Source: an optimization exercise on an open RTL-to-GDS flow (aim: small area, a short achievable clock period and few clock cycles per item). Production flows keep margins and buffers that such runs may drop. In this exercise RTL edits were held to simulation tests only and were not proved equivalent to the original. Power figures rest on the tool's default switching activity, not on a simulated workload.

--- design/flow/config.mk ---
export PLATFORM = sky130hd
export DESIGN_NAME = wide_add_seq
export DESIGN_NICKNAME = wide_add_seq
export VERILOG_FILES = /design/flow/design.v
export SDC_FILE = /design/flow/constraint.sdc
export NUM_CORES = 4
export LEC_CHECK = 0
export CAP_MARGIN = 20
export CORE_MARGIN = 2
export CORE_UTILIZATION = 40
export SLEW_MARGIN = 20
export SYNTH_HIERARCHICAL = 1
--- design/flow/constraint.sdc ---
create_clock -name core_clock -period 28.0 [get_ports {clk}]
set_input_delay 5.6000 -clock core_clock [delete_from_list [all_inputs] [get_ports {clk}]]
set_output_delay 5.6000 -clock core_clock [all_outputs]
set_load 0.01 [all_outputs]
--- design/flow/design.v ---
package wide_add_seq_pkg;
  localparam int DATA_W_DEF = 256;
endpackage
module wide_add_seq_pg (
  input  logic x,
  input  logic y,
  input  logic inv,
  output logic p,
  output logic g
);
  logic yy;
  assign yy = y ^ inv;
  assign p  = x ^ yy;
  assign g  = x & yy;
endmodule
module wide_add_seq_grp (
  input  logic [3:0] p,
  input  logic [3:0] g,
  output logic       gg,
  output logic       gp
);
  assign gg = g[3] | (p[3] & g[2]) | (p[3] & p[2] & g[1]) |
              (p[3] & p[2] & p[1] & g[0]);
  assign gp = &p;
endmodule
module wide_add_seq_sum (
  input  logic [3:0] p,
  input  logic [2:0] g,
  input  logic       ci,
  output logic [3:0] s
);
  logic [3:0] c;
  assign c[0] = ci;
  assign c[1] = g[0] | (p[0] & ci);
  assign c[2] = g[1] | (p[1] & g[0]) | (p[1] & p[0] & ci);
  assign c[3] = g[2] | (p[2] & g[1]) | (p[2] & p[1] & g[0]) |
                (p[2] & p[1] & p[0] & ci);
  assign s = p ^ c;
endmodule
module wide_add_seq_gp (
  input  logic gh,
  input  logic ph,
  input  logic gl,
  input  logic pl,
  output logic g,
  output logic p
);
  assign g = gh | (ph & gl);
  assign p = ph & pl;
endmodule
module wide_add_seq_gc (
  input  logic gh,
  input  logic ph,
  input  logic gl,
  output logic g
);
  assign g = gh | (ph & gl);
endmodule
module wide_add_seq #(
  parameter int DATA_W = wide_add_seq_pkg::DATA_W_DEF
) (
  input  logic              clk,
  input  logic              reset,
  input  logic              start,
  input  logic              sub,
  input  logic [DATA_W-1:0] a,
  input  logic [DATA_W-1:0] b,
  output logic              busy,
  output logic              done,
  output logic [DATA_W-1:0] s,
  output logic              c_out
);
  localparam int NG = DATA_W / 4;
  logic              done_q;
  logic [DATA_W-1:0] s_q;
  logic              c_q;
  logic [DATA_W-1:0] p, g, sum;
  logic [NG-1:0]     gg, gp;
  logic [NG:0]       c;
  for (genvar i = 0; i < DATA_W; i++) begin : g_bit
    wide_add_seq_pg u_pg (.x(a[i]), .y(b[i]), .inv(sub), .p(p[i]), .g(g[i]));
  end
  for (genvar j = 0; j < NG; j++) begin : g_grp
    wide_add_seq_grp u_grp (
      .p  (p[4*j +: 4]),
      .g  (g[4*j +: 4]),
      .gg (gg[j]),
      .gp (gp[j])
    );
    wide_add_seq_sum u_sum (
      .p  (p[4*j +: 4]),
      .g  (g[4*j +: 3]),
      .ci (c[j]),
      .s  (sum[4*j +: 4])
    );
  end
  logic t0_1_g;
  logic t0_3_g, t0_3_p;
  logic t0_5_g, t0_5_p;
  logic t0_7_g, t0_7_p;
  logic t0_9_g, t0_9_p;
  logic t0_11_g, t0_11_p;
  logic t0_13_g, t0_13_p;
  logic t0_15_g, t0_15_p;
  logic t0_17_g, t0_17_p;
  logic t0_19_g, t0_19_p;
  logic t0_21_g, t0_21_p;
  logic t0_23_g, t0_23_p;
  logic t0_25_g, t0_25_p;
  logic t0_27_g, t0_27_p;
  logic t0_29_g, t0_29_p;
  logic t0_31_g, t0_31_p;
  logic t0_33_g, t0_33_p;
  logic t0_35_g, t0_35_p;
  logic t0_37_g, t0_37_p;
  logic t0_39_g, t0_39_p;
  logic t0_41_g, t0_41_p;
  logic t0_43_g, t0_43_p;
  logic t0_45_g, t0_45_p;
  logic t0_47_g, t0_47_p;
  logic t0_49_g, t0_49_p;
  logic t0_51_g, t0_51_p;
  logic t0_53_g, t0_53_p;
  logic t0_55_g, t0_55_p;
  logic t0_57_g, t0_57_p;
  logic t0_59_g, t0_59_p;
  logic t0_61_g, t0_61_p;
  logic t0_63_g, t0_63_p;
  logic t1_3_g;
  logic t1_5_g, t1_5_p;
  logic t1_7_g, t1_7_p;
  logic t1_9_g, t1_9_p;
  logic t1_11_g, t1_11_p;
  logic t1_13_g, t1_13_p;
  logic t1_15_g, t1_15_p;
  logic t1_17_g, t1_17_p;
  logic t1_19_g, t1_19_p;
  logic t1_21_g, t1_21_p;
  logic t1_23_g, t1_23_p;
  logic t1_25_g, t1_25_p;
  logic t1_27_g, t1_27_p;
  logic t1_29_g, t1_29_p;
  logic t1_31_g, t1_31_p;
  logic t1_33_g, t1_33_p;
  logic t1_35_g, t1_35_p;
  logic t1_37_g, t1_37_p;
  logic t1_39_g, t1_39_p;
  logic t1_41_g, t1_41_p;
  logic t1_43_g, t1_43_p;
  logic t1_45_g, t1_45_p;
  logic t1_47_g, t1_47_p;
  logic t1_49_g, t1_49_p;
  logic t1_51_g, t1_51_p;
  logic t1_53_g, t1_53_p;
  logic t1_55_g, t1_55_p;
  logic t1_57_g, t1_57_p;
  logic t1_59_g, t1_59_p;
  logic t1_61_g, t1_61_p;
  logic t1_63_g, t1_63_p;
  logic t2_5_g;
  logic t2_7_g;
  logic t2_9_g, t2_9_p;
  logic t2_11_g, t2_11_p;
  logic t2_13_g, t2_13_p;
  logic t2_15_g, t2_15_p;
  logic t2_17_g, t2_17_p;
  logic t2_19_g, t2_19_p;
  logic t2_21_g, t2_21_p;
  logic t2_23_g, t2_23_p;
  logic t2_25_g, t2_25_p;
  logic t2_27_g, t2_27_p;
  logic t2_29_g, t2_29_p;
  logic t2_31_g, t2_31_p;
  logic t2_33_g, t2_33_p;
  logic t2_35_g, t2_35_p;
  logic t2_37_g, t2_37_p;
  logic t2_39_g, t2_39_p;
  logic t2_41_g, t2_41_p;
  logic t2_43_g, t2_43_p;
  logic t2_45_g, t2_45_p;
  logic t2_47_g, t2_47_p;
  logic t2_49_g, t2_49_p;
  logic t2_51_g, t2_51_p;
  logic t2_53_g, t2_53_p;
  logic t2_55_g, t2_55_p;
  logic t2_57_g, t2_57_p;
  logic t2_59_g, t2_59_p;
  logic t2_61_g, t2_61_p;
  logic t2_63_g, t2_63_p;
  logic t3_9_g;
  logic t3_11_g;
  logic t3_13_g;
  logic t3_15_g;
  logic t3_17_g, t3_17_p;
  logic t3_19_g, t3_19_p;
  logic t3_21_g, t3_21_p;
  logic t3_23_g, t3_23_p;
  logic t3_25_g, t3_25_p;
  logic t3_27_g, t3_27_p;
  logic t3_29_g, t3_29_p;
  logic t3_31_g, t3_31_p;
  logic t3_33_g, t3_33_p;
  logic t3_35_g, t3_35_p;
  logic t3_37_g, t3_37_p;
  logic t3_39_g, t3_39_p;
  logic t3_41_g, t3_41_p;
  logic t3_43_g, t3_43_p;
  logic t3_45_g, t3_45_p;
  logic t3_47_g, t3_47_p;
  logic t3_49_g, t3_49_p;
  logic t3_51_g, t3_51_p;
  logic t3_53_g, t3_53_p;
  logic t3_55_g, t3_55_p;
  logic t3_57_g, t3_57_p;
  logic t3_59_g, t3_59_p;
  logic t3_61_g, t3_61_p;
  logic t3_63_g, t3_63_p;
  logic t4_17_g;
  logic t4_19_g;
  logic t4_21_g;
  logic t4_23_g;
  logic t4_25_g;
  logic t4_27_g;
  logic t4_29_g;
  logic t4_31_g;
  logic t4_33_g, t4_33_p;
  logic t4_35_g, t4_35_p;
  logic t4_37_g, t4_37_p;
  logic t4_39_g, t4_39_p;
  logic t4_41_g, t4_41_p;
  logic t4_43_g, t4_43_p;
  logic t4_45_g, t4_45_p;
  logic t4_47_g, t4_47_p;
  logic t4_49_g, t4_49_p;
  logic t4_51_g, t4_51_p;
  logic t4_53_g, t4_53_p;
  logic t4_55_g, t4_55_p;
  logic t4_57_g, t4_57_p;
  logic t4_59_g, t4_59_p;
  logic t4_61_g, t4_61_p;
  logic t4_63_g, t4_63_p;
  logic t5_33_g;
  logic t5_35_g;
  logic t5_37_g;
  logic t5_39_g;
  logic t5_41_g;
  logic t5_43_g;
  logic t5_45_g;
  logic t5_47_g;
  logic t5_49_g;
  logic t5_51_g;
  logic t5_53_g;
  logic t5_55_g;
  logic t5_57_g;
  logic t5_59_g;
  logic t5_61_g;
  logic t5_63_g;
  logic t7_2_g;
  logic t7_4_g;
  logic t7_6_g;
  logic t7_8_g;
  logic t7_10_g;
  logic t7_12_g;
  logic t7_14_g;
  logic t7_16_g;
  logic t7_18_g;
  logic t7_20_g;
  logic t7_22_g;
  logic t7_24_g;
  logic t7_26_g;
  logic t7_28_g;
  logic t7_30_g;
  logic t7_32_g;
  logic t7_34_g;
  logic t7_36_g;
  logic t7_38_g;
  logic t7_40_g;
  logic t7_42_g;
  logic t7_44_g;
  logic t7_46_g;
  logic t7_48_g;
  logic t7_50_g;
  logic t7_52_g;
  logic t7_54_g;
  logic t7_56_g;
  logic t7_58_g;
  logic t7_60_g;
  logic t7_62_g;
  logic t7_64_g;
  wide_add_seq_gc u_t0_1 (.gh(gg[0]), .ph(gp[0]), .gl(sub), .g(t0_1_g));
  wide_add_seq_gp u_t0_3 (.gh(gg[2]), .ph(gp[2]), .gl(gg[1]), .pl(gp[1]), .g(t0_3_g), .p(t0_3_p));
  wide_add_seq_gp u_t0_5 (.gh(gg[4]), .ph(gp[4]), .gl(gg[3]), .pl(gp[3]), .g(t0_5_g), .p(t0_5_p));
  wide_add_seq_gp u_t0_7 (.gh(gg[6]), .ph(gp[6]), .gl(gg[5]), .pl(gp[5]), .g(t0_7_g), .p(t0_7_p));
  wide_add_seq_gp u_t0_9 (.gh(gg[8]), .ph(gp[8]), .gl(gg[7]), .pl(gp[7]), .g(t0_9_g), .p(t0_9_p));
  wide_add_seq_gp u_t0_11 (.gh(gg[10]), .ph(gp[10]), .gl(gg[9]), .pl(gp[9]), .g(t0_11_g), .p(t0_11_p));
  wide_add_seq_gp u_t0_13 (.gh(gg[12]), .ph(gp[12]), .gl(gg[11]), .pl(gp[11]), .g(t0_13_g), .p(t0_13_p));
  wide_add_seq_gp u_t0_15 (.gh(gg[14]), .ph(gp[14]), .gl(gg[13]), .pl(gp[13]), .g(t0_15_g), .p(t0_15_p));
  wide_add_seq_gp u_t0_17 (.gh(gg[16]), .ph(gp[16]), .gl(gg[15]), .pl(gp[15]), .g(t0_17_g), .p(t0_17_p));
  wide_add_seq_gp u_t0_19 (.gh(gg[18]), .ph(gp[18]), .gl(gg[17]), .pl(gp[17]), .g(t0_19_g), .p(t0_19_p));
  wide_add_seq_gp u_t0_21 (.gh(gg[20]), .ph(gp[20]), .gl(gg[19]), .pl(gp[19]), .g(t0_21_g), .p(t0_21_p));
  wide_add_seq_gp u_t0_23 (.gh(gg[22]), .ph(gp[22]), .gl(gg[21]), .pl(gp[21]), .g(t0_23_g), .p(t0_23_p));
  wide_add_seq_gp u_t0_25 (.gh(gg[24]), .ph(gp[24]), .gl(gg[23]), .pl(gp[23]), .g(t0_25_g), .p(t0_25_p));
  wide_add_seq_gp u_t0_27 (.gh(gg[26]), .ph(gp[26]), .gl(gg[25]), .pl(gp[25]), .g(t0_27_g), .p(t0_27_p));
  wide_add_seq_gp u_t0_29 (.gh(gg[28]), .ph(gp[28]), .gl(gg[27]), .pl(gp[27]), .g(t0_29_g), .p(t0_29_p));
  wide_add_seq_gp u_t0_31 (.gh(gg[30]), .ph(gp[30]), .gl(gg[29]), .pl(gp[29]), .g(t0_31_g), .p(t0_31_p));
  wide_add_seq_gp u_t0_33 (.gh(gg[32]), .ph(gp[32]), .gl(gg[31]), .pl(gp[31]), .g(t0_33_g), .p(t0_33_p));
  wide_add_seq_gp u_t0_35 (.gh(gg[34]), .ph(gp[34]), .gl(gg[33]), .pl(gp[33]), .g(t0_35_g), .p(t0_35_p));
  wide_add_seq_gp u_t0_37 (.gh(gg[36]), .ph(gp[36]), .gl(gg[35]), .pl(gp[35]), .g(t0_37_g), .p(t0_37_p));
  wide_add_seq_gp u_t0_39 (.gh(gg[38]), .ph(gp[38]), .gl(gg[37]), .pl(gp[37]), .g(t0_39_g), .p(t0_39_p));
  wide_add_seq_gp u_t0_41 (.gh(gg[40]), .ph(gp[40]), .gl(gg[39]), .pl(gp[39]), .g(t0_41_g), .p(t0_41_p));
  wide_add_seq_gp u_t0_43 (.gh(gg[42]), .ph(gp[42]), .gl(gg[41]), .pl(gp[41]), .g(t0_43_g), .p(t0_43_p));
  wide_add_seq_gp u_t0_45 (.gh(gg[44]), .ph(gp[44]), .gl(gg[43]), .pl(gp[43]), .g(t0_45_g), .p(t0_45_p));
  wide_add_seq_gp u_t0_47 (.gh(gg[46]), .ph(gp[46]), .gl(gg[45]), .pl(gp[45]), .g(t0_47_g), .p(t0_47_p));
  wide_add_seq_gp u_t0_49 (.gh(gg[48]), .ph(gp[48]), .gl(gg[47]), .pl(gp[47]), .g(t0_49_g), .p(t0_49_p));
  wide_add_seq_gp u_t0_51 (.gh(gg[50]), .ph(gp[50]), .gl(gg[49]), .pl(gp[49]), .g(t0_51_g), .p(t0_51_p));
  wide_add_seq_gp u_t0_53 (.gh(gg[52]), .ph(gp[52]), .gl(gg[51]), .pl(gp[51]), .g(t0_53_g), .p(t0_53_p));
  wide_add_seq_gp u_t0_55 (.gh(gg[54]), .ph(gp[54]), .gl(gg[53]), .pl(gp[53]), .g(t0_55_g), .p(t0_55_p));
  wide_add_seq_gp u_t0_57 (.gh(gg[56]), .ph(gp[56]), .gl(gg[55]), .pl(gp[55]), .g(t0_57_g), .p(t0_57_p));
  wide_add_seq_gp u_t0_59 (.gh(gg[58]), .ph(gp[58]), .gl(gg[57]), .pl(gp[57]), .g(t0_59_g), .p(t0_59_p));
  wide_add_seq_gp u_t0_61 (.gh(gg[60]), .ph(gp[60]), .gl(gg[59]), .pl(gp[59]), .g(t0_61_g), .p(t0_61_p));
  wide_add_seq_gp u_t0_63 (.gh(gg[62]), .ph(gp[62]), .gl(gg[61]), .pl(gp[61]), .g(t0_63_g), .p(t0_63_p));
  wide_add_seq_gc u_t1_3 (.gh(t0_3_g), .ph(t0_3_p), .gl(t0_1_g), .g(t1_3_g));
  wide_add_seq_gp u_t1_5 (.gh(t0_5_g), .ph(t0_5_p), .gl(t0_3_g), .pl(t0_3_p), .g(t1_5_g), .p(t1_5_p));
  wide_add_seq_gp u_t1_7 (.gh(t0_7_g), .ph(t0_7_p), .gl(t0_5_g), .pl(t0_5_p), .g(t1_7_g), .p(t1_7_p));
  wide_add_seq_gp u_t1_9 (.gh(t0_9_g), .ph(t0_9_p), .gl(t0_7_g), .pl(t0_7_p), .g(t1_9_g), .p(t1_9_p));
  wide_add_seq_gp u_t1_11 (.gh(t0_11_g), .ph(t0_11_p), .gl(t0_9_g), .pl(t0_9_p), .g(t1_11_g), .p(t1_11_p));
  wide_add_seq_gp u_t1_13 (.gh(t0_13_g), .ph(t0_13_p), .gl(t0_11_g), .pl(t0_11_p), .g(t1_13_g), .p(t1_13_p));
  wide_add_seq_gp u_t1_15 (.gh(t0_15_g), .ph(t0_15_p), .gl(t0_13_g), .pl(t0_13_p), .g(t1_15_g), .p(t1_15_p));
  wide_add_seq_gp u_t1_17 (.gh(t0_17_g), .ph(t0_17_p), .gl(t0_15_g), .pl(t0_15_p), .g(t1_17_g), .p(t1_17_p));
  wide_add_seq_gp u_t1_19 (.gh(t0_19_g), .ph(t0_19_p), .gl(t0_17_g), .pl(t0_17_p), .g(t1_19_g), .p(t1_19_p));
  wide_add_seq_gp u_t1_21 (.gh(t0_21_g), .ph(t0_21_p), .gl(t0_19_g), .pl(t0_19_p), .g(t1_21_g), .p(t1_21_p));
  wide_add_seq_gp u_t1_23 (.gh(t0_23_g), .ph(t0_23_p), .gl(t0_21_g), .pl(t0_21_p), .g(t1_23_g), .p(t1_23_p));
  wide_add_seq_gp u_t1_25 (.gh(t0_25_g), .ph(t0_25_p), .gl(t0_23_g), .pl(t0_23_p), .g(t1_25_g), .p(t1_25_p));
  wide_add_seq_gp u_t1_27 (.gh(t0_27_g), .ph(t0_27_p), .gl(t0_25_g), .pl(t0_25_p), .g(t1_27_g), .p(t1_27_p));
  wide_add_seq_gp u_t1_29 (.gh(t0_29_g), .ph(t0_29_p), .gl(t0_27_g), .pl(t0_27_p), .g(t1_29_g), .p(t1_29_p));
  wide_add_seq_gp u_t1_31 (.gh(t0_31_g), .ph(t0_31_p), .gl(t0_29_g), .pl(t0_29_p), .g(t1_31_g), .p(t1_31_p));
  wide_add_seq_gp u_t1_33 (.gh(t0_33_g), .ph(t0_33_p), .gl(t0_31_g), .pl(t0_31_p), .g(t1_33_g), .p(t1_33_p));
  wide_add_seq_gp u_t1_35 (.gh(t0_35_g), .ph(t0_35_p), .gl(t0_33_g), .pl(t0_33_p), .g(t1_35_g), .p(t1_35_p));
  wide_add_seq_gp u_t1_37 (.gh(t0_37_g), .ph(t0_37_p), .gl(t0_35_g), .pl(t0_35_p), .g(t1_37_g), .p(t1_37_p));
  wide_add_seq_gp u_t1_39 (.gh(t0_39_g), .ph(t0_39_p), .gl(t0_37_g), .pl(t0_37_p), .g(t1_39_g), .p(t1_39_p));
  wide_add_seq_gp u_t1_41 (.gh(t0_41_g), .ph(t0_41_p), .gl(t0_39_g), .pl(t0_39_p), .g(t1_41_g), .p(t1_41_p));
  wide_add_seq_gp u_t1_43 (.gh(t0_43_g), .ph(t0_43_p), .gl(t0_41_g), .pl(t0_41_p), .g(t1_43_g), .p(t1_43_p));
  wide_add_seq_gp u_t1_45 (.gh(t0_45_g), .ph(t0_45_p), .gl(t0_43_g), .pl(t0_43_p), .g(t1_45_g), .p(t1_45_p));
  wide_add_seq_gp u_t1_47 (.gh(t0_47_g), .ph(t0_47_p), .gl(t0_45_g), .pl(t0_45_p), .g(t1_47_g), .p(t1_47_p));
  wide_add_seq_gp u_t1_49 (.gh(t0_49_g), .ph(t0_49_p), .gl(t0_47_g), .pl(t0_47_p), .g(t1_49_g), .p(t1_49_p));
  wide_add_seq_gp u_t1_51 (.gh(t0_51_g), .ph(t0_51_p), .gl(t0_49_g), .pl(t0_49_p), .g(t1_51_g), .p(t1_51_p));
  wide_add_seq_gp u_t1_53 (.gh(t0_53_g), .ph(t0_53_p), .gl(t0_51_g), .pl(t0_51_p), .g(t1_53_g), .p(t1_53_p));
  wide_add_seq_gp u_t1_55 (.gh(t0_55_g), .ph(t0_55_p), .gl(t0_53_g), .pl(t0_53_p), .g(t1_55_g), .p(t1_55_p));
  wide_add_seq_gp u_t1_57 (.gh(t0_57_g), .ph(t0_57_p), .gl(t0_55_g), .pl(t0_55_p), .g(t1_57_g), .p(t1_57_p));
  wide_add_seq_gp u_t1_59 (.gh(t0_59_g), .ph(t0_59_p), .gl(t0_57_g), .pl(t0_57_p), .g(t1_59_g), .p(t1_59_p));
  wide_add_seq_gp u_t1_61 (.gh(t0_61_g), .ph(t0_61_p), .gl(t0_59_g), .pl(t0_59_p), .g(t1_61_g), .p(t1_61_p));
  wide_add_seq_gp u_t1_63 (.gh(t0_63_g), .ph(t0_63_p), .gl(t0_61_g), .pl(t0_61_p), .g(t1_63_g), .p(t1_63_p));
  wide_add_seq_gc u_t2_5 (.gh(t1_5_g), .ph(t1_5_p), .gl(t0_1_g), .g(t2_5_g));
  wide_add_seq_gc u_t2_7 (.gh(t1_7_g), .ph(t1_7_p), .gl(t1_3_g), .g(t2_7_g));
  wide_add_seq_gp u_t2_9 (.gh(t1_9_g), .ph(t1_9_p), .gl(t1_5_g), .pl(t1_5_p), .g(t2_9_g), .p(t2_9_p));
  wide_add_seq_gp u_t2_11 (.gh(t1_11_g), .ph(t1_11_p), .gl(t1_7_g), .pl(t1_7_p), .g(t2_11_g), .p(t2_11_p));
  wide_add_seq_gp u_t2_13 (.gh(t1_13_g), .ph(t1_13_p), .gl(t1_9_g), .pl(t1_9_p), .g(t2_13_g), .p(t2_13_p));
  wide_add_seq_gp u_t2_15 (.gh(t1_15_g), .ph(t1_15_p), .gl(t1_11_g), .pl(t1_11_p), .g(t2_15_g), .p(t2_15_p));
  wide_add_seq_gp u_t2_17 (.gh(t1_17_g), .ph(t1_17_p), .gl(t1_13_g), .pl(t1_13_p), .g(t2_17_g), .p(t2_17_p));
  wide_add_seq_gp u_t2_19 (.gh(t1_19_g), .ph(t1_19_p), .gl(t1_15_g), .pl(t1_15_p), .g(t2_19_g), .p(t2_19_p));
  wide_add_seq_gp u_t2_21 (.gh(t1_21_g), .ph(t1_21_p), .gl(t1_17_g), .pl(t1_17_p), .g(t2_21_g), .p(t2_21_p));
  wide_add_seq_gp u_t2_23 (.gh(t1_23_g), .ph(t1_23_p), .gl(t1_19_g), .pl(t1_19_p), .g(t2_23_g), .p(t2_23_p));
  wide_add_seq_gp u_t2_25 (.gh(t1_25_g), .ph(t1_25_p), .gl(t1_21_g), .pl(t1_21_p), .g(t2_25_g), .p(t2_25_p));
  wide_add_seq_gp u_t2_27 (.gh(t1_27_g), .ph(t1_27_p), .gl(t1_23_g), .pl(t1_23_p), .g(t2_27_g), .p(t2_27_p));
  wide_add_seq_gp u_t2_29 (.gh(t1_29_g), .ph(t1_29_p), .gl(t1_25_g), .pl(t1_25_p), .g(t2_29_g), .p(t2_29_p));
  wide_add_seq_gp u_t2_31 (.gh(t1_31_g), .ph(t1_31_p), .gl(t1_27_g), .pl(t1_27_p), .g(t2_31_g), .p(t2_31_p));
  wide_add_seq_gp u_t2_33 (.gh(t1_33_g), .ph(t1_33_p), .gl(t1_29_g), .pl(t1_29_p), .g(t2_33_g), .p(t2_33_p));
  wide_add_seq_gp u_t2_35 (.gh(t1_35_g), .ph(t1_35_p), .gl(t1_31_g), .pl(t1_31_p), .g(t2_35_g), .p(t2_35_p));
  wide_add_seq_gp u_t2_37 (.gh(t1_37_g), .ph(t1_37_p), .gl(t1_33_g), .pl(t1_33_p), .g(t2_37_g), .p(t2_37_p));
  wide_add_seq_gp u_t2_39 (.gh(t1_39_g), .ph(t1_39_p), .gl(t1_35_g), .pl(t1_35_p), .g(t2_39_g), .p(t2_39_p));
  wide_add_seq_gp u_t2_41 (.gh(t1_41_g), .ph(t1_41_p), .gl(t1_37_g), .pl(t1_37_p), .g(t2_41_g), .p(t2_41_p));
  wide_add_seq_gp u_t2_43 (.gh(t1_43_g), .ph(t1_43_p), .gl(t1_39_g), .pl(t1_39_p), .g(t2_43_g), .p(t2_43_p));
  wide_add_seq_gp u_t2_45 (.gh(t1_45_g), .ph(t1_45_p), .gl(t1_41_g), .pl(t1_41_p), .g(t2_45_g), .p(t2_45_p));
  wide_add_seq_gp u_t2_47 (.gh(t1_47_g), .ph(t1_47_p), .gl(t1_43_g), .pl(t1_43_p), .g(t2_47_g), .p(t2_47_p));
  wide_add_seq_gp u_t2_49 (.gh(t1_49_g), .ph(t1_49_p), .gl(t1_45_g), .pl(t1_45_p), .g(t2_49_g), .p(t2_49_p));
  wide_add_seq_gp u_t2_51 (.gh(t1_51_g), .ph(t1_51_p), .gl(t1_47_g), .pl(t1_47_p), .g(t2_51_g), .p(t2_51_p));
  wide_add_seq_gp u_t2_53 (.gh(t1_53_g), .ph(t1_53_p), .gl(t1_49_g), .pl(t1_49_p), .g(t2_53_g), .p(t2_53_p));
  wide_add_seq_gp u_t2_55 (.gh(t1_55_g), .ph(t1_55_p), .gl(t1_51_g), .pl(t1_51_p), .g(t2_55_g), .p(t2_55_p));
  wide_add_seq_gp u_t2_57 (.gh(t1_57_g), .ph(t1_57_p), .gl(t1_53_g), .pl(t1_53_p), .g(t2_57_g), .p(t2_57_p));
  wide_add_seq_gp u_t2_59 (.gh(t1_59_g), .ph(t1_59_p), .gl(t1_55_g), .pl(t1_55_p), .g(t2_59_g), .p(t2_59_p));
  wide_add_seq_gp u_t2_61 (.gh(t1_61_g), .ph(t1_61_p), .gl(t1_57_g), .pl(t1_57_p), .g(t2_61_g), .p(t2_61_p));
  wide_add_seq_gp u_t2_63 (.gh(t1_63_g), .ph(t1_63_p), .gl(t1_59_g), .pl(t1_59_p), .g(t2_63_g), .p(t2_63_p));
  wide_add_seq_gc u_t3_9 (.gh(t2_9_g), .ph(t2_9_p), .gl(t0_1_g), .g(t3_9_g));
  wide_add_seq_gc u_t3_11 (.gh(t2_11_g), .ph(t2_11_p), .gl(t1_3_g), .g(t3_11_g));
  wide_add_seq_gc u_t3_13 (.gh(t2_13_g), .ph(t2_13_p), .gl(t2_5_g), .g(t3_13_g));
  wide_add_seq_gc u_t3_15 (.gh(t2_15_g), .ph(t2_15_p), .gl(t2_7_g), .g(t3_15_g));
  wide_add_seq_gp u_t3_17 (.gh(t2_17_g), .ph(t2_17_p), .gl(t2_9_g), .pl(t2_9_p), .g(t3_17_g), .p(t3_17_p));
  wide_add_seq_gp u_t3_19 (.gh(t2_19_g), .ph(t2_19_p), .gl(t2_11_g), .pl(t2_11_p), .g(t3_19_g), .p(t3_19_p));
  wide_add_seq_gp u_t3_21 (.gh(t2_21_g), .ph(t2_21_p), .gl(t2_13_g), .pl(t2_13_p), .g(t3_21_g), .p(t3_21_p));
  wide_add_seq_gp u_t3_23 (.gh(t2_23_g), .ph(t2_23_p), .gl(t2_15_g), .pl(t2_15_p), .g(t3_23_g), .p(t3_23_p));
  wide_add_seq_gp u_t3_25 (.gh(t2_25_g), .ph(t2_25_p), .gl(t2_17_g), .pl(t2_17_p), .g(t3_25_g), .p(t3_25_p));
  wide_add_seq_gp u_t3_27 (.gh(t2_27_g), .ph(t2_27_p), .gl(t2_19_g), .pl(t2_19_p), .g(t3_27_g), .p(t3_27_p));
  wide_add_seq_gp u_t3_29 (.gh(t2_29_g), .ph(t2_29_p), .gl(t2_21_g), .pl(t2_21_p), .g(t3_29_g), .p(t3_29_p));
  wide_add_seq_gp u_t3_31 (.gh(t2_31_g), .ph(t2_31_p), .gl(t2_23_g), .pl(t2_23_p), .g(t3_31_g), .p(t3_31_p));
  wide_add_seq_gp u_t3_33 (.gh(t2_33_g), .ph(t2_33_p), .gl(t2_25_g), .pl(t2_25_p), .g(t3_33_g), .p(t3_33_p));
  wide_add_seq_gp u_t3_35 (.gh(t2_35_g), .ph(t2_35_p), .gl(t2_27_g), .pl(t2_27_p), .g(t3_35_g), .p(t3_35_p));
  wide_add_seq_gp u_t3_37 (.gh(t2_37_g), .ph(t2_37_p), .gl(t2_29_g), .pl(t2_29_p), .g(t3_37_g), .p(t3_37_p));
  wide_add_seq_gp u_t3_39 (.gh(t2_39_g), .ph(t2_39_p), .gl(t2_31_g), .pl(t2_31_p), .g(t3_39_g), .p(t3_39_p));
  wide_add_seq_gp u_t3_41 (.gh(t2_41_g), .ph(t2_41_p), .gl(t2_33_g), .pl(t2_33_p), .g(t3_41_g), .p(t3_41_p));
  wide_add_seq_gp u_t3_43 (.gh(t2_43_g), .ph(t2_43_p), .gl(t2_35_g), .pl(t2_35_p), .g(t3_43_g), .p(t3_43_p));
  wide_add_seq_gp u_t3_45 (.gh(t2_45_g), .ph(t2_45_p), .gl(t2_37_g), .pl(t2_37_p), .g(t3_45_g), .p(t3_45_p));
  wide_add_seq_gp u_t3_47 (.gh(t2_47_g), .ph(t2_47_p), .gl(t2_39_g), .pl(t2_39_p), .g(t3_47_g), .p(t3_47_p));
  wide_add_seq_gp u_t3_49 (.gh(t2_49_g), .ph(t2_49_p), .gl(t2_41_g), .pl(t2_41_p), .g(t3_49_g), .p(t3_49_p));
  wide_add_seq_gp u_t3_51 (.gh(t2_51_g), .ph(t2_51_p), .gl(t2_43_g), .pl(t2_43_p), .g(t3_51_g), .p(t3_51_p));
  wide_add_seq_gp u_t3_53 (.gh(t2_53_g), .ph(t2_53_p), .gl(t2_45_g), .pl(t2_45_p), .g(t3_53_g), .p(t3_53_p));
  wide_add_seq_gp u_t3_55 (.gh(t2_55_g), .ph(t2_55_p), .gl(t2_47_g), .pl(t2_47_p), .g(t3_55_g), .p(t3_55_p));
  wide_add_seq_gp u_t3_57 (.gh(t2_57_g), .ph(t2_57_p), .gl(t2_49_g), .pl(t2_49_p), .g(t3_57_g), .p(t3_57_p));
  wide_add_seq_gp u_t3_59 (.gh(t2_59_g), .ph(t2_59_p), .gl(t2_51_g), .pl(t2_51_p), .g(t3_59_g), .p(t3_59_p));
  wide_add_seq_gp u_t3_61 (.gh(t2_61_g), .ph(t2_61_p), .gl(t2_53_g), .pl(t2_53_p), .g(t3_61_g), .p(t3_61_p));
  wide_add_seq_gp u_t3_63 (.gh(t2_63_g), .ph(t2_63_p), .gl(t2_55_g), .pl(t2_55_p), .g(t3_63_g), .p(t3_63_p));
  wide_add_seq_gc u_t4_17 (.gh(t3_17_g), .ph(t3_17_p), .gl(t0_1_g), .g(t4_17_g));
  wide_add_seq_gc u_t4_19 (.gh(t3_19_g), .ph(t3_19_p), .gl(t1_3_g), .g(t4_19_g));
  wide_add_seq_gc u_t4_21 (.gh(t3_21_g), .ph(t3_21_p), .gl(t2_5_g), .g(t4_21_g));
  wide_add_seq_gc u_t4_23 (.gh(t3_23_g), .ph(t3_23_p), .gl(t2_7_g), .g(t4_23_g));
  wide_add_seq_gc u_t4_25 (.gh(t3_25_g), .ph(t3_25_p), .gl(t3_9_g), .g(t4_25_g));
  wide_add_seq_gc u_t4_27 (.gh(t3_27_g), .ph(t3_27_p), .gl(t3_11_g), .g(t4_27_g));
  wide_add_seq_gc u_t4_29 (.gh(t3_29_g), .ph(t3_29_p), .gl(t3_13_g), .g(t4_29_g));
  wide_add_seq_gc u_t4_31 (.gh(t3_31_g), .ph(t3_31_p), .gl(t3_15_g), .g(t4_31_g));
  wide_add_seq_gp u_t4_33 (.gh(t3_33_g), .ph(t3_33_p), .gl(t3_17_g), .pl(t3_17_p), .g(t4_33_g), .p(t4_33_p));
  wide_add_seq_gp u_t4_35 (.gh(t3_35_g), .ph(t3_35_p), .gl(t3_19_g), .pl(t3_19_p), .g(t4_35_g), .p(t4_35_p));
  wide_add_seq_gp u_t4_37 (.gh(t3_37_g), .ph(t3_37_p), .gl(t3_21_g), .pl(t3_21_p), .g(t4_37_g), .p(t4_37_p));
  wide_add_seq_gp u_t4_39 (.gh(t3_39_g), .ph(t3_39_p), .gl(t3_23_g), .pl(t3_23_p), .g(t4_39_g), .p(t4_39_p));
  wide_add_seq_gp u_t4_41 (.gh(t3_41_g), .ph(t3_41_p), .gl(t3_25_g), .pl(t3_25_p), .g(t4_41_g), .p(t4_41_p));
  wide_add_seq_gp u_t4_43 (.gh(t3_43_g), .ph(t3_43_p), .gl(t3_27_g), .pl(t3_27_p), .g(t4_43_g), .p(t4_43_p));
  wide_add_seq_gp u_t4_45 (.gh(t3_45_g), .ph(t3_45_p), .gl(t3_29_g), .pl(t3_29_p), .g(t4_45_g), .p(t4_45_p));
  wide_add_seq_gp u_t4_47 (.gh(t3_47_g), .ph(t3_47_p), .gl(t3_31_g), .pl(t3_31_p), .g(t4_47_g), .p(t4_47_p));
  wide_add_seq_gp u_t4_49 (.gh(t3_49_g), .ph(t3_49_p), .gl(t3_33_g), .pl(t3_33_p), .g(t4_49_g), .p(t4_49_p));
  wide_add_seq_gp u_t4_51 (.gh(t3_51_g), .ph(t3_51_p), .gl(t3_35_g), .pl(t3_35_p), .g(t4_51_g), .p(t4_51_p));
  wide_add_seq_gp u_t4_53 (.gh(t3_53_g), .ph(t3_53_p), .gl(t3_37_g), .pl(t3_37_p), .g(t4_53_g), .p(t4_53_p));
  wide_add_seq_gp u_t4_55 (.gh(t3_55_g), .ph(t3_55_p), .gl(t3_39_g), .pl(t3_39_p), .g(t4_55_g), .p(t4_55_p));
  wide_add_seq_gp u_t4_57 (.gh(t3_57_g), .ph(t3_57_p), .gl(t3_41_g), .pl(t3_41_p), .g(t4_57_g), .p(t4_57_p));
  wide_add_seq_gp u_t4_59 (.gh(t3_59_g), .ph(t3_59_p), .gl(t3_43_g), .pl(t3_43_p), .g(t4_59_g), .p(t4_59_p));
  wide_add_seq_gp u_t4_61 (.gh(t3_61_g), .ph(t3_61_p), .gl(t3_45_g), .pl(t3_45_p), .g(t4_61_g), .p(t4_61_p));
  wide_add_seq_gp u_t4_63 (.gh(t3_63_g), .ph(t3_63_p), .gl(t3_47_g), .pl(t3_47_p), .g(t4_63_g), .p(t4_63_p));
  wide_add_seq_gc u_t5_33 (.gh(t4_33_g), .ph(t4_33_p), .gl(t0_1_g), .g(t5_33_g));
  wide_add_seq_gc u_t5_35 (.gh(t4_35_g), .ph(t4_35_p), .gl(t1_3_g), .g(t5_35_g));
  wide_add_seq_gc u_t5_37 (.gh(t4_37_g), .ph(t4_37_p), .gl(t2_5_g), .g(t5_37_g));
  wide_add_seq_gc u_t5_39 (.gh(t4_39_g), .ph(t4_39_p), .gl(t2_7_g), .g(t5_39_g));
  wide_add_seq_gc u_t5_41 (.gh(t4_41_g), .ph(t4_41_p), .gl(t3_9_g), .g(t5_41_g));
  wide_add_seq_gc u_t5_43 (.gh(t4_43_g), .ph(t4_43_p), .gl(t3_11_g), .g(t5_43_g));
  wide_add_seq_gc u_t5_45 (.gh(t4_45_g), .ph(t4_45_p), .gl(t3_13_g), .g(t5_45_g));
  wide_add_seq_gc u_t5_47 (.gh(t4_47_g), .ph(t4_47_p), .gl(t3_15_g), .g(t5_47_g));
  wide_add_seq_gc u_t5_49 (.gh(t4_49_g), .ph(t4_49_p), .gl(t4_17_g), .g(t5_49_g));
  wide_add_seq_gc u_t5_51 (.gh(t4_51_g), .ph(t4_51_p), .gl(t4_19_g), .g(t5_51_g));
  wide_add_seq_gc u_t5_53 (.gh(t4_53_g), .ph(t4_53_p), .gl(t4_21_g), .g(t5_53_g));
  wide_add_seq_gc u_t5_55 (.gh(t4_55_g), .ph(t4_55_p), .gl(t4_23_g), .g(t5_55_g));
  wide_add_seq_gc u_t5_57 (.gh(t4_57_g), .ph(t4_57_p), .gl(t4_25_g), .g(t5_57_g));
  wide_add_seq_gc u_t5_59 (.gh(t4_59_g), .ph(t4_59_p), .gl(t4_27_g), .g(t5_59_g));
  wide_add_seq_gc u_t5_61 (.gh(t4_61_g), .ph(t4_61_p), .gl(t4_29_g), .g(t5_61_g));
  wide_add_seq_gc u_t5_63 (.gh(t4_63_g), .ph(t4_63_p), .gl(t4_31_g), .g(t5_63_g));
  wide_add_seq_gc u_t7_2 (.gh(gg[1]), .ph(gp[1]), .gl(t0_1_g), .g(t7_2_g));
  wide_add_seq_gc u_t7_4 (.gh(gg[3]), .ph(gp[3]), .gl(t1_3_g), .g(t7_4_g));
  wide_add_seq_gc u_t7_6 (.gh(gg[5]), .ph(gp[5]), .gl(t2_5_g), .g(t7_6_g));
  wide_add_seq_gc u_t7_8 (.gh(gg[7]), .ph(gp[7]), .gl(t2_7_g), .g(t7_8_g));
  wide_add_seq_gc u_t7_10 (.gh(gg[9]), .ph(gp[9]), .gl(t3_9_g), .g(t7_10_g));
  wide_add_seq_gc u_t7_12 (.gh(gg[11]), .ph(gp[11]), .gl(t3_11_g), .g(t7_12_g));
  wide_add_seq_gc u_t7_14 (.gh(gg[13]), .ph(gp[13]), .gl(t3_13_g), .g(t7_14_g));
  wide_add_seq_gc u_t7_16 (.gh(gg[15]), .ph(gp[15]), .gl(t3_15_g), .g(t7_16_g));
  wide_add_seq_gc u_t7_18 (.gh(gg[17]), .ph(gp[17]), .gl(t4_17_g), .g(t7_18_g));
  wide_add_seq_gc u_t7_20 (.gh(gg[19]), .ph(gp[19]), .gl(t4_19_g), .g(t7_20_g));
  wide_add_seq_gc u_t7_22 (.gh(gg[21]), .ph(gp[21]), .gl(t4_21_g), .g(t7_22_g));
  wide_add_seq_gc u_t7_24 (.gh(gg[23]), .ph(gp[23]), .gl(t4_23_g), .g(t7_24_g));
  wide_add_seq_gc u_t7_26 (.gh(gg[25]), .ph(gp[25]), .gl(t4_25_g), .g(t7_26_g));
  wide_add_seq_gc u_t7_28 (.gh(gg[27]), .ph(gp[27]), .gl(t4_27_g), .g(t7_28_g));
  wide_add_seq_gc u_t7_30 (.gh(gg[29]), .ph(gp[29]), .gl(t4_29_g), .g(t7_30_g));
  wide_add_seq_gc u_t7_32 (.gh(gg[31]), .ph(gp[31]), .gl(t4_31_g), .g(t7_32_g));
  wide_add_seq_gc u_t7_34 (.gh(gg[33]), .ph(gp[33]), .gl(t5_33_g), .g(t7_34_g));
  wide_add_seq_gc u_t7_36 (.gh(gg[35]), .ph(gp[35]), .gl(t5_35_g), .g(t7_36_g));
  wide_add_seq_gc u_t7_38 (.gh(gg[37]), .ph(gp[37]), .gl(t5_37_g), .g(t7_38_g));
  wide_add_seq_gc u_t7_40 (.gh(gg[39]), .ph(gp[39]), .gl(t5_39_g), .g(t7_40_g));
  wide_add_seq_gc u_t7_42 (.gh(gg[41]), .ph(gp[41]), .gl(t5_41_g), .g(t7_42_g));
  wide_add_seq_gc u_t7_44 (.gh(gg[43]), .ph(gp[43]), .gl(t5_43_g), .g(t7_44_g));
  wide_add_seq_gc u_t7_46 (.gh(gg[45]), .ph(gp[45]), .gl(t5_45_g), .g(t7_46_g));
  wide_add_seq_gc u_t7_48 (.gh(gg[47]), .ph(gp[47]), .gl(t5_47_g), .g(t7_48_g));
  wide_add_seq_gc u_t7_50 (.gh(gg[49]), .ph(gp[49]), .gl(t5_49_g), .g(t7_50_g));
  wide_add_seq_gc u_t7_52 (.gh(gg[51]), .ph(gp[51]), .gl(t5_51_g), .g(t7_52_g));
  wide_add_seq_gc u_t7_54 (.gh(gg[53]), .ph(gp[53]), .gl(t5_53_g), .g(t7_54_g));
  wide_add_seq_gc u_t7_56 (.gh(gg[55]), .ph(gp[55]), .gl(t5_55_g), .g(t7_56_g));
  wide_add_seq_gc u_t7_58 (.gh(gg[57]), .ph(gp[57]), .gl(t5_57_g), .g(t7_58_g));
  wide_add_seq_gc u_t7_60 (.gh(gg[59]), .ph(gp[59]), .gl(t5_59_g), .g(t7_60_g));
  wide_add_seq_gc u_t7_62 (.gh(gg[61]), .ph(gp[61]), .gl(t5_61_g), .g(t7_62_g));
  wide_add_seq_gc u_t7_64 (.gh(gg[63]), .ph(gp[63]), .gl(t5_63_g), .g(t7_64_g));
  assign c[0] = sub;
  assign c[1] = t0_1_g;
  assign c[2] = t7_2_g;
  assign c[3] = t1_3_g;
  assign c[4] = t7_4_g;
  assign c[5] = t2_5_g;
  assign c[6] = t7_6_g;
  assign c[7] = t2_7_g;
  assign c[8] = t7_8_g;
  assign c[9] = t3_9_g;
  assign c[10] = t7_10_g;
  assign c[11] = t3_11_g;
  assign c[12] = t7_12_g;
  assign c[13] = t3_13_g;
  assign c[14] = t7_14_g;
  assign c[15] = t3_15_g;
  assign c[16] = t7_16_g;
  assign c[17] = t4_17_g;
  assign c[18] = t7_18_g;
  assign c[19] = t4_19_g;
  assign c[20] = t7_20_g;
  assign c[21] = t4_21_g;
  assign c[22] = t7_22_g;
  assign c[23] = t4_23_g;
  assign c[24] = t7_24_g;
  assign c[25] = t4_25_g;
  assign c[26] = t7_26_g;
  assign c[27] = t4_27_g;
  assign c[28] = t7_28_g;
  assign c[29] = t4_29_g;
  assign c[30] = t7_30_g;
  assign c[31] = t4_31_g;
  assign c[32] = t7_32_g;
  assign c[33] = t5_33_g;
  assign c[34] = t7_34_g;
  assign c[35] = t5_35_g;
  assign c[36] = t7_36_g;
  assign c[37] = t5_37_g;
  assign c[38] = t7_38_g;
  assign c[39] = t5_39_g;
  assign c[40] = t7_40_g;
  assign c[41] = t5_41_g;
  assign c[42] = t7_42_g;
  assign c[43] = t5_43_g;
  assign c[44] = t7_44_g;
  assign c[45] = t5_45_g;
  assign c[46] = t7_46_g;
  assign c[47] = t5_47_g;
  assign c[48] = t7_48_g;
  assign c[49] = t5_49_g;
  assign c[50] = t7_50_g;
  assign c[51] = t5_51_g;
  assign c[52] = t7_52_g;
  assign c[53] = t5_53_g;
  assign c[54] = t7_54_g;
  assign c[55] = t5_55_g;
  assign c[56] = t7_56_g;
  assign c[57] = t5_57_g;
  assign c[58] = t7_58_g;
  assign c[59] = t5_59_g;
  assign c[60] = t7_60_g;
  assign c[61] = t5_61_g;
  assign c[62] = t7_62_g;
  assign c[63] = t5_63_g;
  assign c[64] = t7_64_g;
  always_ff @(posedge clk or negedge reset) begin
    if (!reset) done_q <= 1'b0;
    else        done_q <= start & ~done_q;
  end
  always_ff @(posedge clk) begin
    s_q <= sum;
    c_q <= c[NG];
  end
  assign busy  = done_q;
  assign done  = done_q;
  assign s     = s_q;
  assign c_out = c_q;
endmodule
--- design/flow/run.sh ---
#!/bin/bash
# synth_recipe.tcl (not shown) runs the flow's synth.tcl, then flattens the netlist and writes it again
# the make line also repeats each setting of config.mk as NAME=value (left out here)
make -C /OpenROAD-flow-scripts/flow DESIGN_CONFIG=/design/flow/config.mk WORK_HOME=/design/flow/orfs CLKGATE_MAP_FILE= SYNTH_SCRIPT=/design/flow/synth_recipe.tcl finish
==> key figures <==
STA
  • Relative slew margins: 0.421
  • Final hold vios: 0
  • Fmax achieved: 0.0998 GHz
  • Final slew viol count: 0
  • Final period utilization: 0.358
  • Worst slew pin tran: slightly below 900 ps
  • Post-layout min period: ~10000 ps
  • Final setup fails: 0
  • Unrepaired setup endpoints after global routing: false
  • Worst clock skew: 0 ps
  • Hold WS: approximately 490 ps
  • Setup TNS: 0 ps

Setup path
  • CP max stage delay: 660 ps
  • Crit start category: primary input
  • Crit path from: sub
  • Critical Path End: s_q[251]
  • R2R setup slack: 27410 ps
  • RR Endpoint: done_q
  • R2r startpoint: done_q
  • WP data arrival: 10440 ps
  • CP max-delay cell: buf_4
  • R2R cell count: 1
  • Worst path required time: approximately 28000 ps
  • Max FO, Critical Path: 97
  • Cell Chain, Critical Path: buf_8 > buf_4 > buf_12 > xor2_1 > ha_1 > a21oi_1 > o21ai_1 > a21o_1 > a21o_1 > a21o_1 > a21o_1 > a21o_1 > a21o_1 > a21o_1 > a41oi_1 > o21ai_1 > xor2_1
  • WS Path Type: in2reg
  • Cell mode on critical path: a21o_1
  • CP Capture Type: register

Final layout
  • P&R area growth vs syn: 49.5%
  • Nets@finish: 3830
  • Final core area utilization: 0.605
  • Final instance area: 29600 um^2
  • Fillers: 4343
  • Layout cell share with drive strength beyond 1: 0.0388
  • Final Instance Count excl. Fillers: 3691

Synth
  • Post-synth ARST share: 0.00388
  • Post-synth EDFFs: 0
  • XOR/XNOR share of the synthesized area: 0.198
  • Syn nets: slightly above 3000
  • Largest family of logic cells by synthesized area: compound AO/OA/AOI/OAI gates
  • Sequential share of the synthesized area: 0.261
  • Post-synth top area cell: dfxtp_1
  • Yosys top cell area share: 0.260
  • Yosys warnings: 7
  • Cell count after synthesis: 2182
  • Post-synthesis mux area share: 0
  • Synth Area in Compound Gates: 0.235
  • Count of cell types in the netlist: 16
  • Post-synthesis adder-cell area fraction: 0.202
  • Largest cells by area after synthesis: dfxtp_1, ha_1, xor2_1, a21o_1, xnor2_1
  • Flops & latches, synth: 258
  • Synth Area in Simple Gates: 0.0901
  • Mapped Area: 19800 um^2
  • Top FF cell, synth: dfxtp_1
  • Syn avg cell area: 9.06 um^2

CTS
  • CTS Root Cell: clkbuf_16
  • CTS resizes: 0
  • Cts hold-fix bufs: 0
  • TritonCTS Buffers: 34
  • CTS tree: yes
  • Clock buffer depth: 3
  • Clock latency on the worst-skew pair: 530 ps
  • Clk slew on worst S/H paths: 60 ps
  • Post-CTS Setup Inserts: 0
  • Max H-tree Level: 2
  • Clk sinks: 258

Floorplanning
  • IO Pins: 775
  • Starting density of the core: 0.405
  • Chip width: 226 um
  • Die Y: 226 um
  • Core ar.: about 50000 um^2
  • Row cnt: 81
  • Die area: ~51000 um^2

Global route
  • Vias in the first global route: 19400
  • Total gr overflow: 0
  • Largest net degree at the start of global routing: 98
  • First-pass GRT wire length: 118000 um
  • Antenna violations before repair: 11
  • Total track usage: 0.308

Route
  • DRT antenna net count: 0
  • DR WL/cell: ~22 um
  • Total number of vias: 19100
  • Detailed Routing Iterations Pass 1: 5
  • Routed WL: 82300 um
  • DRC marker count from the first detailed-route iteration: 908
  • DR vias/cell: slightly above 5
  • DRC viols: 0

Power
  • Pwr per Cell Area: 65.9 nW/um^2
  • VDD IR max: 0.0382 mV
  • Leak pwr: 13.8 nW

Place
  • DP Wirelength: 70800 um
  • GP Congestion: 0.958
  • Placed cell count: about 3600
  • Post-DP Area: 28400 um^2
  • PortBufs: 774

Min path
  • Class of the tightest hold or removal check: reg2reg
  • HP Start: done_q

Status
  • Outcome: complete, no violations

Job
  • Max-Cap Viols: 0
==> state kept, by name, summed over array words and instances (netlist names) <==
signal  cells
s_q       256
c_q         1
done_q      1
==> report_power, final <==
group | internal, mW | switching, mW | total, mW
combinational | 0.484 | 0.462 | 0.945
clock | 0.283 | 0.173 | 0.457
sequential | 0.498 | 0.0483 | 0.547
==> worst min-delay path by stage <==
stage / to / slack [ps] / depth (start not counted)
6_report: done_q / 490 / 1
5_1_grt: done_q / 500 / 1
4_1_cts: done_q / 490 / 1
3_5_place_dp: done_q / 480 / 1
3_3_place_gp: done_q / 480 / 1
2_1_floorplan: done_q / 510 / 1
==> per-stage QoR <==
stage	total power, mW	setup slack (ps)
2_1_floorplan	0.987	19790
3_3_place_gp	1.49	17540
3_5_place_dp	1.49	17440
4_1_cts	1.96	18010
5_1_grt	2.05	17700
6_report	1.95	17980
==> Yosys stat by module, one instance, submodules excluded <==
module            copies in the design  flip-flops and latches
wide_add_seq_gp                    129                       0
wide_add_seq                         1                     258
wide_add_seq_gc                     64                       0
wide_add_seq_pg                    256                       0
wide_add_seq_sum                    64                       0
wide_add_seq_grp                    64                       0
==> final cells by class <==
class | count | area [um^2] | share of cell area
antenna | 11 | 27.5 | 0.000931
clock buffer | 53 | 1050 | 0.0354
clock inverter | 5 | 100 | 0.00339
inverter | 64 | 240 | 0.00813
multi-input combinational | 1859 | 14400 | 0.486
sequential | 258 | 5170 | 0.175
tap | 664 | 831 | 0.0281
timing repair buffer | 777 | 7790 | 0.263
==> cell usage after synthesis (all sizes together) (64+ instances only) <==
cell	instances
and2	129
xnor2	128
a41oi	64
ha	320
inv	64
nand2	128
a21o	257
xor2	320
nor2	128
o21ai	128
dfxtp	257
a21oi	256
==> critical path, delay by kind of cell <==
kind                     cells  cell delay [ps]
adder cells (fa/ha/maj)      1              400
AO/OA/AOI/OAI               11             2240
buffers and inverters        3             1680
XOR/XNOR                     2              300
==> layout by cell type, fill, tap and decap left out, types with 2 or more instances in the layout <==
cell / count
clkdlybuf4s50_1: 773
xor2_1: 320
ha_1: 320
a21o_1: 257
dfxtp_1: 257
a21oi_1: 192
and2_1: 129
nand2_1: 128
o21ai_1: 128
nor2_1: 128
xnor2_1: 128
a21oi_2: 64
inv_1: 64
a41oi_1: 64
clkbuf_16: 37
diode_2: 11
clkbuf_1: 10
clkbuf_8: 6
bufinv_16: 3
clkinv_2: 2
buf_4: 2
==> kinds of logic (layout without fill, tap and decap cells) <==
kind of cell	Yosys count	count (layout)
compound gates	705	705
xor+xnor	448	448
simple gates	386	386
fa+ha+maj	320	320
flops	258	258
buf+inv	65	899
other cells	0	11
==> metal layers <==
metal / global-route usage / vias up / wire, um
li1: - / 9355 / -
met1: 0.347 / 8980 / 32300
met2: 0.553 / 647 / 40900
met3: 0.0706 / 142 / 5640
met4: 0.133 / 0 / 3500
met5: 0 / - / 0
Testbench counts, summed over its fixed seeds: cycles 6,400, ops 3,200.

## static timing again, ports no longer ideal
The flow's constraints put no driver on any port. The routed layout listed below was extracted and timed again, unchanged, in two steps. Step 1, drivers: a clkbuf_16 drives clk and a buf_2 each remaining input, both assumed. Step 2 times the ports against the registers' clock, not the clock port: input delays grow and output delays shrink by t, the midpoint of the rising clock arrivals with the driver on. Three values: no drivers, after step 1, after step 2; two values: the first two.
t, ns: 0.591
setup slack, ns: 17.978 / 17.991 / 17.401
latest minus earliest clock arrival (ns): 0.013 / 0.013
After both steps this run still meets setup and hold. For this run, drivers alone change the setup slack by +0.013 ns; drivers and shift together by -0.577 ns.
